From an optimization exercise on the open Yosys and OpenROAD flow, aimed at small area, a short achievable clock period and few clock cycles; shortcuts taken in it are not production practice. At most, simulation tests tie the RTL to the original design; equivalence was not proved.

run A:
// pn_evaluator
module pn_evaluator (
    input  wire                         clk,
    input  wire                         rst_n,
    input  wire [1:0]                   mode,
    input  wire                         operator,
    input  wire [pn_pkg::operand_w-1:0] in,
    input  wire                         in_valid,
    output logic                        out_valid,
    output pn_pkg::result_t             out
);
    localparam int VW  = 3;    
    localparam int VT  = 7;    
    localparam int VD  = 10;   
    localparam int FD  = 7;    
    localparam int QD  = 3;    
    localparam int BW  = 7;    
    localparam logic [1:0] S_IDLE = 2'd0;
    localparam logic [1:0] S_RECV = 2'd1;
    localparam logic [1:0] S_WAIT = 2'd2;
    localparam logic [1:0] S_EMIT = 2'd3;
    logic [1:0] st;
    logic       pre_q;     
    logic       bur_q;     
    logic       pend;      
    logic       first_pending;
    logic [15:0] vhi [0:VW-1];
    logic [2:0]  vlo [0:VD-1];
    logic [FD-1:0] f_v;
    logic [FD-1:0] f_l;
    logic [1:0]    f_op [0:FD-1];
    logic [3:0]    q [0:QD-1];
    logic [1:0]    qcnt;
    logic [3:0]    lval;
    wire idle  = (st == S_IDLE);
    wire recv  = (st == S_RECV);
    wire waits = (st == S_WAIT);
    wire emit  = (st == S_EMIT);
    logic [15:3]    hs [0:1];
    logic [VT-1:VW] vt;
    wire            wide_up = |vhi[VW-1][15:3];
    logic [15:0] v [0:VD+1];
    always_comb begin
        for (int i = 0; i < VD + 2; i++) begin
            if (i < VW)       v[i] = {vhi[i][15:3], vlo[i]};
            else if (i == VW) v[i] = {vt[VW] ? hs[0] : 13'd0, vlo[i]};
            else if (i < VD)  v[i] = {13'd0, vlo[i]};
            else              v[i] = '0;
        end
    end
    wire       qnz    = (qcnt != 2'd0);
    wire       cur_v  = qnz | in_valid;
    wire       cur_op = qnz ? q[0][3] : operator;
    wire [2:0] cur_x  = qnz ? q[0][2:0] : in;
    wire casc  = pend & f_v[1] & f_l[1];
    wire take  = cur_v & ~casc;
    wire t_op  = take & cur_op;
    wire t_opd = take & ~cur_op;
    wire fpush  = t_op & (idle | pre_q);
    wire pf_op  = t_op & ~idle & ~pre_q & ~bur_q;
    wire pb_op  = t_op & ~idle & ~pre_q & bur_q;
    wire top_l  = f_v[0] & f_l[0];
    wire qb_red = t_opd & ~idle & pre_q & bur_q & top_l & ~pend;
    wire pend_n = casc | (t_opd & ~idle & pre_q & ~bur_q & (pend | top_l));
    logic [1:0]  alu_op;
  ...
export LEC_CHECK = 0
export ABC_CLOCK_PERIOD_IN_PS = 2500
export CAP_MARGIN = 20
export CORE_MARGIN = 2
export CORE_UTILIZATION = 50
export SETUP_SLACK_MARGIN = 5.0
export SLEW_MARGIN = 20
export TNS_END_PERCENT = 100
create_clock -name core_clock -period 9.0 [get_ports {clk}]
run.sh (not shown) runs the stock make flow with config.mk's settings and CLKGATE_MAP_FILE= SYNTH_SCRIPT=/design/flow/synth_recipe.tcl, a recipe that flattens the netlist after the stock synthesis.
Run A: no failed stages, no open violations at the end
Testbench counts of run A, summed over its fixed seeds: cycles 11,704.
#### Input delta (run B over run A)
- a change of CORE_UTILIZATION from 50 to 40
- a change of ABC_CLOCK_PERIOD_IN_PS from 2500 to 3000
- a change of SETUP_SLACK_MARGIN from 5.0 to 3.0
==> results.txt <==
Run B vs run A on tightest slew margin relative to the limit: run B is the lower one.
Relative to run A, first-pass GRT wire length has decreased by 9.4% in run B.
From run A to run B, net count after synthesis did not move at all.
On number of antenna violations at the first check in global routing, the higher figure sits with run A, not run B.
End point of the critical path = out[9]: run B; end point of the critical path = vhi[1][6]: run A
Height of the chip, run B and run A, lower one = run A.
Run A → run B: maximum frequency went down, average detailed-routed wire length per instance -about 10%.
Changes in run C relative to run B:
- SETUP_SLACK_MARGIN now 3.8, was 3.0
==> results.txt <==
Going from run B to run C, number of ordinary and repair buffers in the finished layout grows by 92.
Between run C and run B, the final area is higher for run C.
Sort run C and run B by register fraction of the total cell area desc -> top: run B
Run B → run C: routed wire length climbed about 13%; share of the clock period used by the worst path -6.5 points.
> inputs changed (run C -> run D)
- SETUP_SLACK_MARGIN now 2.5, was 3.8
==> comparison <==
Both conditions hold for run D: the flow ran to the end and the final layout passed the timing, DRC and antenna checks. Re final critical path time including I/O delays and setup: run C was lower than run D. Going from run C to run D, the first-iteration DRC count was found to have gone down by 13%. Worst setup slack (lower): run D. Looking at global-route total usage across every layer, run D sits below run C.

* * *

north:
Another version of the RTL of pn_evaluator (not shown whole).
Size in the first run: ~1700 cells after synthesis, ~150 flip-flops, roughly 26 I/O pins, about 15000 um^2 of cells after synthesis.
export LEC_CHECK = 0
export ABC_CLOCK_PERIOD_IN_PS = 3000
export CAP_MARGIN = 20
export CORE_MARGIN = 2
export CORE_UTILIZATION = 40
export SETUP_SLACK_MARGIN = 3.5
export SLEW_MARGIN = 20
export TNS_END_PERCENT = 0
create_clock -name core_clock -period 9.0 [get_ports {clk}]
Testbench counts of north, summed over its fixed seeds: cycles 11,704.
What south does differently from north at the input level:
--- a/flow/config.mk
+++ b/flow/config.mk
@@ -12,3 +12,3 @@
 export SETUP_SLACK_MARGIN = 3.5
 export SLEW_MARGIN = 20
-export TNS_END_PERCENT = 0
+export TNS_END_PERCENT = 100
--- outcome ---
Looking at initial detailed-routing violation count, south sits about 16% below north.
south against north; routed wire length is up by a few percent.
[south] arrival time of data at the critical path endpoint rose 0.13 ns relative to north
Fmax in south is 0.60 MHz above north.
On number of non-filler instances in the completed layout, south and north are basically level.
Max count of clock-buffer cells in the layout across south and north: south
Via count of south is on par with north.
Sequential standard cell area across south and north: no real change.

* * *

Another version of the RTL of pn_evaluator (not shown whole).
For scale: roughly 1900 cells after synthesis, about 220 flip-flops, ~19000 um^2 of cells after synthesis.
## pn_evaluator
module pn_evaluator (
    input  wire                         clk,
    input  wire                         rst_n,
    input  wire [1:0]                   mode,
    input  wire                         operator,
    input  wire [pn_pkg::operand_w-1:0] in,
    input  wire                         in_valid,
    output logic                        out_valid,
    output pn_pkg::result_t             out
);
    localparam int VW  = 7;    
    localparam int VD  = 10;   
    localparam int FD  = 7;    
    localparam int QD  = 6;    
    localparam int BW  = 7;    
    localparam logic [1:0] S_IDLE = 2'd0;
    localparam logic [1:0] S_RECV = 2'd1;
    localparam logic [1:0] S_WAIT = 2'd2;
    localparam logic [1:0] S_EMIT = 2'd3;
    logic [1:0] st;
    logic       pre_q;     
    logic       bur_q;     
    logic       pend;      
    logic       first_pending;
    logic [15:0] vhi [0:VW-1];
    logic [2:0]  vlo [0:VD-1];
    logic [FD-1:0] f_v;
    logic [FD-1:0] f_l;
    logic [1:0]    f_op [0:FD-1];
    logic [3:0]    q [0:QD-1];
    logic [2:0]    qcnt;
    logic [BW-1:0] lv [0:3];
    logic [3:0]    lf;
    logic [3:0]    lval;
    logic [1:0]    idx;
    wire idle  = (st == S_IDLE);
    wire recv  = (st == S_RECV);
    wire waits = (st == S_WAIT);
    wire emit  = (st == S_EMIT);
    logic [15:0] v [0:VD+1];
    always_comb begin
        for (int i = 0; i < VD + 2; i++) begin
            if (i < VW)      v[i] = {vhi[i][15:3], vlo[i]};
            else if (i < VD) v[i] = {13'd0, vlo[i]};
            else             v[i] = '0;
        end
    end
    wire       qnz    = (qcnt != 3'd0);
    wire       cur_v  = qnz | in_valid;
    wire       cur_op = qnz ? q[0][3] : operator;
    wire [2:0] cur_x  = qnz ? q[0][2:0] : in;
  ...
make LEC_CHECK=0 ABC_CLOCK_PERIOD_IN_PS=3000 CAP_MARGIN=20 CORE_MARGIN=2 CORE_UTILIZATION=40 SETUP_SLACK_MARGIN=4.5 SLEW_MARGIN=20 TNS_END_PERCENT=100 finish   # period 9.0 ns
Testbench counts at the start, summed over its fixed seeds: cycles 11,704.
Rerun with:
--- a/flow/config.mk
+++ b/flow/config.mk
@@ -6,9 +6,6 @@
 export NUM_CORES = 4
 export LEC_CHECK = 0
-export ABC_CLOCK_PERIOD_IN_PS = 3000
 export CAP_MARGIN = 20
 export CORE_MARGIN = 2
 export CORE_UTILIZATION = 40
-export SETUP_SLACK_MARGIN = 4.5
 export SLEW_MARGIN = 20
-export TNS_END_PERCENT = 100
Non-clock buffer count fell by 150.
Fmax came out lower by 21%.
Final cell count goes down by 5.7%.
Rerun with:
--- a/flow/config.mk
+++ b/flow/config.mk
@@ -6,6 +6,8 @@
 export NUM_CORES = 4
 export LEC_CHECK = 0
+export ABC_CLOCK_PERIOD_IN_PS = 4000
 export CAP_MARGIN = 20
 export CORE_MARGIN = 2
 export CORE_UTILIZATION = 40
+export SETUP_SLACK_MARGIN = 4.0
 export SLEW_MARGIN = 20
After rerunning: The new run ran to the end with no violations; worst setup slack gains 1.4 ns; non-clock buffer count is higher by 115.

* * *

pn_evaluator, a different RTL version from the one above (not shown whole).
Size in the first run: ~2,200 cells after synthesis, about 230 flip-flops, ~26 I/O pins, roughly 0.020 mm^2 of cells after synthesis.
==> flow/config.mk <==
export PLATFORM = sky130hd
export DESIGN_NAME = pn_evaluator
export DESIGN_NICKNAME = pn_evaluator
export VERILOG_FILES = /design/flow/design.v
export SDC_FILE = /design/flow/constraint.sdc
export NUM_CORES = 4
export LEC_CHECK = 0
export ABC_CLOCK_PERIOD_IN_PS = 3000
export CAP_MARGIN = 20
export CORE_MARGIN = 2
export CORE_UTILIZATION = 60
export SETUP_SLACK_MARGIN = 4.5
export SLEW_MARGIN = 20
export TNS_END_PERCENT = 100
==> flow/constraint.sdc <==
create_clock -name core_clock -period 9.0 [get_ports {clk}]
set_input_delay 1.8000 -clock core_clock [delete_from_list [all_inputs] [get_ports {clk}]]
set_output_delay 1.8000 -clock core_clock [all_outputs]
set_load 0.01 [all_outputs]
The baseline produced a clean layout.
Rerun with:
- CORE_UTILIZATION: 60 -> 40
After rerunning:
- count of clock-buffer cells in the layout shrinks by 9
- synthesized area does not change
- clock skew grows by 0.0075 ns
- cell count grows by about 8%
- worst setup slack degrades by 0.077 ns
- first-iteration DRC count shrinks by about 12%
- core utilization shrinks by 23 points
Function was not checked in any run of this note: the RTL went through the layout flow alone.

* * *

Another version of the RTL of pn_evaluator (not shown whole).
Size: ~2000 cells after synthesis, about 220 flip-flops, roughly 26 I/O pins, roughly 0.019 mm^2 of cells after synthesis.
==> flow/config.mk <==
export PLATFORM = sky130hd
export DESIGN_NAME = pn_evaluator
export DESIGN_NICKNAME = pn_evaluator
export VERILOG_FILES = /design/flow/design.v
export SDC_FILE = /design/flow/constraint.sdc
export NUM_CORES = 4
export LEC_CHECK = 0
export ABC_CLOCK_PERIOD_IN_PS = 3000
export CAP_MARGIN = 20
export CORE_MARGIN = 2
export CORE_UTILIZATION = 40
export SETUP_SLACK_MARGIN = 4.5
export SLEW_MARGIN = 20
export TNS_END_PERCENT = 100
==> flow/constraint.sdc <==
create_clock -name core_clock -period 9.0 [get_ports {clk}]
set_input_delay 1.8000 -clock core_clock [delete_from_list [all_inputs] [get_ports {clk}]]
set_output_delay 1.8000 -clock core_clock [all_outputs]
set_load 0.01 [all_outputs]
The starting point finished clean.
==> next run, changes <==
--- a/flow/config.mk
+++ b/flow/config.mk
@@ -7,3 +7,3 @@
 export LEC_CHECK = 0
-export ABC_CLOCK_PERIOD_IN_PS = 3000
+export ABC_CLOCK_PERIOD_IN_PS = 2500
 export CAP_MARGIN = 20
@@ -11,3 +11,3 @@
 export CORE_UTILIZATION = 40
-export SETUP_SLACK_MARGIN = 4.5
+export SETUP_SLACK_MARGIN = 5.0
 export SLEW_MARGIN = 20
=>
- count of clock-buffer cells in the layout came out lower by 4
- register-to-register slack got worse by 20 ps
- fmax shrinks by 0.42%
No run of this note included a check of the RTL's function; only the layout flow was run.

* * *

Setup of quartz:
pn_evaluator with an RTL version that a note above also has.
Size in the first run: ~1700 cells after synthesis, ~150 flip-flops, about 26 I/O pins.
## pn_evaluator
module pn_evaluator (
    input  wire                         clk,
    input  wire                         rst_n,
    input  wire [1:0]                   mode,
    input  wire                         operator,
    input  wire [pn_pkg::operand_w-1:0] in,
    input  wire                         in_valid,
    output logic                        out_valid,
    output pn_pkg::result_t             out
);
    localparam int VW  = 3;    
    localparam int VT  = 7;    
    localparam int VD  = 10;   
    localparam int FD  = 7;    
    localparam int QD  = 3;    
    localparam int BW  = 7;    
    localparam logic [1:0] S_IDLE = 2'd0;
    localparam logic [1:0] S_RECV = 2'd1;
    localparam logic [1:0] S_WAIT = 2'd2;
    localparam logic [1:0] S_EMIT = 2'd3;
    logic [1:0] st;
    logic       pre_q;     
    logic       bur_q;     
    logic       pend;      
    logic       first_pending;
    logic [15:0] vhi [0:VW-1];
    logic [2:0]  vlo [0:VD-1];
    logic [FD-1:0] f_v;
    logic [FD-1:0] f_l;
    logic [1:0]    f_op [0:FD-1];
    logic [3:0]    q [0:QD-1];
    logic [1:0]    qcnt;
    logic [3:0]    lval;
    wire idle  = (st == S_IDLE);
    wire recv  = (st == S_RECV);
    wire waits = (st == S_WAIT);
    wire emit  = (st == S_EMIT);
    logic [15:3]    hs [0:1];
    logic [VT-1:VW] vt;
    wire            wide_up = |vhi[VW-1][15:3];
    logic [15:0] v [0:VD+1];
    always_comb begin
        for (int i = 0; i < VD + 2; i++) begin
            if (i < VW)       v[i] = {vhi[i][15:3], vlo[i]};
            else if (i == VW) v[i] = {vt[VW] ? hs[0] : 13'd0, vlo[i]};
            else if (i < VD)  v[i] = {13'd0, vlo[i]};
            else              v[i] = '0;
        end
    end
    wire       qnz    = (qcnt != 2'd0);
    wire       cur_v  = qnz | in_valid;
    wire       cur_op = qnz ? q[0][3] : operator;
    wire [2:0] cur_x  = qnz ? q[0][2:0] : in;
    wire casc  = pend & f_v[1] & f_l[1];
    wire take  = cur_v & ~casc;
    wire t_op  = take & cur_op;
    wire t_opd = take & ~cur_op;
    wire fpush  = t_op & (idle | pre_q);
    wire pf_op  = t_op & ~idle & ~pre_q & ~bur_q;
    wire pb_op  = t_op & ~idle & ~pre_q & bur_q;
    wire top_l  = f_v[0] & f_l[0];
  ...
clock: 9.0 ns
lec_check: 0
abc_clock_period_in_ps: 3000
cap_margin: 20
core_margin: 2
core_utilization: 40
cts_buf_list: sky130_fd_sc_hd__clkbuf_8
setup_slack_margin: 3.8
slew_margin: 20
tns_end_percent: 100
Testbench counts of quartz, summed over its fixed seeds: cycles 11,704.
> inputs changed (quartz -> indigo)
# quartz
export LEC_CHECK = 0
export ABC_CLOCK_PERIOD_IN_PS = 3000
export CAP_MARGIN = 20
export CORE_MARGIN = 2
export CORE_UTILIZATION = 40
export CTS_BUF_LIST = sky130_fd_sc_hd__clkbuf_8
export SETUP_SLACK_MARGIN = 3.8
export SLEW_MARGIN = 20
export TNS_END_PERCENT = 100
create_clock -name core_clock -period 9.0 [get_ports {clk}]
# indigo
export LEC_CHECK = 0
export ABC_CLOCK_PERIOD_IN_PS = 3000
export CAP_MARGIN = 20
export CORE_MARGIN = 2
export CORE_UTILIZATION = 40
export SETUP_SLACK_MARGIN = 3.5
export SLEW_MARGIN = 20
export TNS_END_PERCENT = 100
create_clock -name core_clock -period 9.0 [get_ports {clk}]
## What came out
- indigo reports a lower non-clock buffer count than quartz does.
- Compared with quartz, indigo shows a lower global-route usage.
- Reported for indigo and quartz, mean post-synth cell area turned out identical to the last digit.
- Compared with quartz, indigo shows a maximum number of pins on one net before global-route repair that is 20 lower.
- indigo ends up with higher fraction of the cycle the final worst path needs than quartz does.
- Delta (indigo minus quartz): number of placed instances, taps included ~0 delta; fraction of standard cell area that is sequential higher.
- indigo against quartz: wire length dropped 3.0 mm, number of standard cells in the final layout excluding fillers dropped 2.5%.
Relative to indigo, the following input files were edited for tundra:
# indigo
export LEC_CHECK = 0
export ABC_CLOCK_PERIOD_IN_PS = 3000
export CAP_MARGIN = 20
export CORE_MARGIN = 2
export CORE_UTILIZATION = 40
export SETUP_SLACK_MARGIN = 3.5
export SLEW_MARGIN = 20
export TNS_END_PERCENT = 100
create_clock -name core_clock -period 9.0 [get_ports {clk}]
# tundra
export LEC_CHECK = 0
export ABC_CLOCK_PERIOD_IN_PS = 3000
export CAP_MARGIN = 20
export CORE_MARGIN = 2
export CORE_UTILIZATION = 40
export CTS_BUF_LIST = sky130_fd_sc_hd__clkbuf_4 sky130_fd_sc_hd__clkbuf_8
export SETUP_SLACK_MARGIN = 4.5
export SLEW_MARGIN = 20
create_clock -name core_clock -period 9.0 [get_ports {clk}]
Findings:
- Delta (tundra minus indigo): fraction of layout cells with a size suffix above 1 saw an increase, top achievable clock speed up 2.6%.
- Note that the number of standard cells in the final layout excluding fillers recorded for tundra amounts to 1.06 times the value seen in indigo.
- The setup slack of tundra is larger than that of indigo.
### tundra -> zinc
# tundra
export LEC_CHECK = 0
export ABC_CLOCK_PERIOD_IN_PS = 3000
export CAP_MARGIN = 20
export CORE_MARGIN = 2
export CORE_UTILIZATION = 40
export CTS_BUF_LIST = sky130_fd_sc_hd__clkbuf_4 sky130_fd_sc_hd__clkbuf_8
export SETUP_SLACK_MARGIN = 4.5
export SLEW_MARGIN = 20
create_clock -name core_clock -period 9.0 [get_ports {clk}]
# zinc
export LEC_CHECK = 0
export ABC_CLOCK_PERIOD_IN_PS = 3000
export CAP_MARGIN = 20
export CORE_MARGIN = 2
export CORE_UTILIZATION = 40
export SETUP_SLACK_MARGIN = 4.5
export SLEW_MARGIN = 20
export TNS_END_PERCENT = 100
create_clock -name core_clock -period 9.0 [get_ports {clk}]
zinc went all the way through synthesis, placement and routing and the layout is clean on timing, DRC and antenna.
Per the final summary, tundra finished and its layout is clean on timing, DRC and antenna.
zinc -> tundra: final design instance area without fill flat
In zinc, final worst-path cycle share is higher than in tundra.
Taking tundra as the reference point, the met3 global-route usage of zinc falls by 0.24 points.
Sequential share of cell area delta (tundra -> zinc): insignificant
The higher hold slack came out of tundra.

## static timing again, ports no longer ideal
How much do the figures lean on ideal ports? The routed layouts below were timed once more, with nothing changed but the port constraints.
Step 1 assumes that a clkbuf_16 drives the clock port and a buf_2 every other input.
Step 2 adds t to the input delays and takes it off the output delays; t is the mean of the earliest and latest rising clock arrival at the registers after step 1. Input paths then give back, and output paths get back, about the clock's delay inside the block.
Three values: ideal ports, drivers, drivers and shift; two values: the first two.
run	t (ns)	setup slack, ns	worst hold slack (ns)	latest minus earliest clock arrival (ns)
run A	0.486	3.618 / 3.630 / 3.144	0.443 / 0.443 / 0.443	0.011 / 0.011
run B	0.487	3.196 / 3.168 / 2.758	0.466 / 0.466 / 0.466	0.009 / 0.009
run C	0.485	3.781 / 3.782 / 3.314	0.447 / 0.447 / 0.447	0.013 / 0.013
run D	0.491	2.635 / 2.647 / 2.156	0.451 / 0.451 / 0.451	0.010 / 0.010
north	0.473	3.466 / 3.486 / 3.012	0.460 / 0.460 / 0.460	0.009 / 0.009
south	0.484	3.484 / 3.484 / 3.105	0.450 / 0.450 / 0.450	0.010 / 0.010
the first run of note 3	0.585	3.216 / 3.216 / 2.908	0.460 / 0.460 / 0.460	0.022 / 0.022
the second run of note 3	0.572	1.674 / 1.702 / 1.130	0.452 / 0.452 / 0.452	0.032 / 0.032
the third run of note 3	0.591	3.115 / 3.115 / 2.905	0.468 / 0.468 / 0.468	0.016 / 0.016
the first run of note 4	0.591	3.257 / 3.204 / 3.795	0.441 / 0.441 / 0.441	0.023 / 0.023
the second run of note 4	0.583	3.179 / 3.130 / 3.713	0.452 / 0.452 / 0.452	0.030 / 0.030
the first run of note 5	0.609	3.521 / 3.521 / 3.286	0.448 / 0.448 / 0.448	0.040 / 0.039
the second run of note 5	0.589	3.498 / 3.498 / 3.230	0.453 / 0.453 / 0.453	0.023 / 0.022
quartz	0.523	3.790 / 3.788 / 3.265	0.451 / 0.451 / 0.451	0.022 / 0.022
indigo	0.486	3.580 / 3.609 / 3.123	0.447 / 0.447 / 0.447	0.010 / 0.010
tundra	0.517	3.719 / 3.716 / 3.199	0.461 / 0.461 / 0.461	0.022 / 0.022
zinc	0.489	3.676 / 3.678 / 3.189	0.454 / 0.454 / 0.454	0.013 / 0.013
After both steps every run listed still meets setup and hold. For the second run of note 3, which loses most, drivers alone change the setup slack by +0.028 ns; drivers and shift together by -0.544 ns.
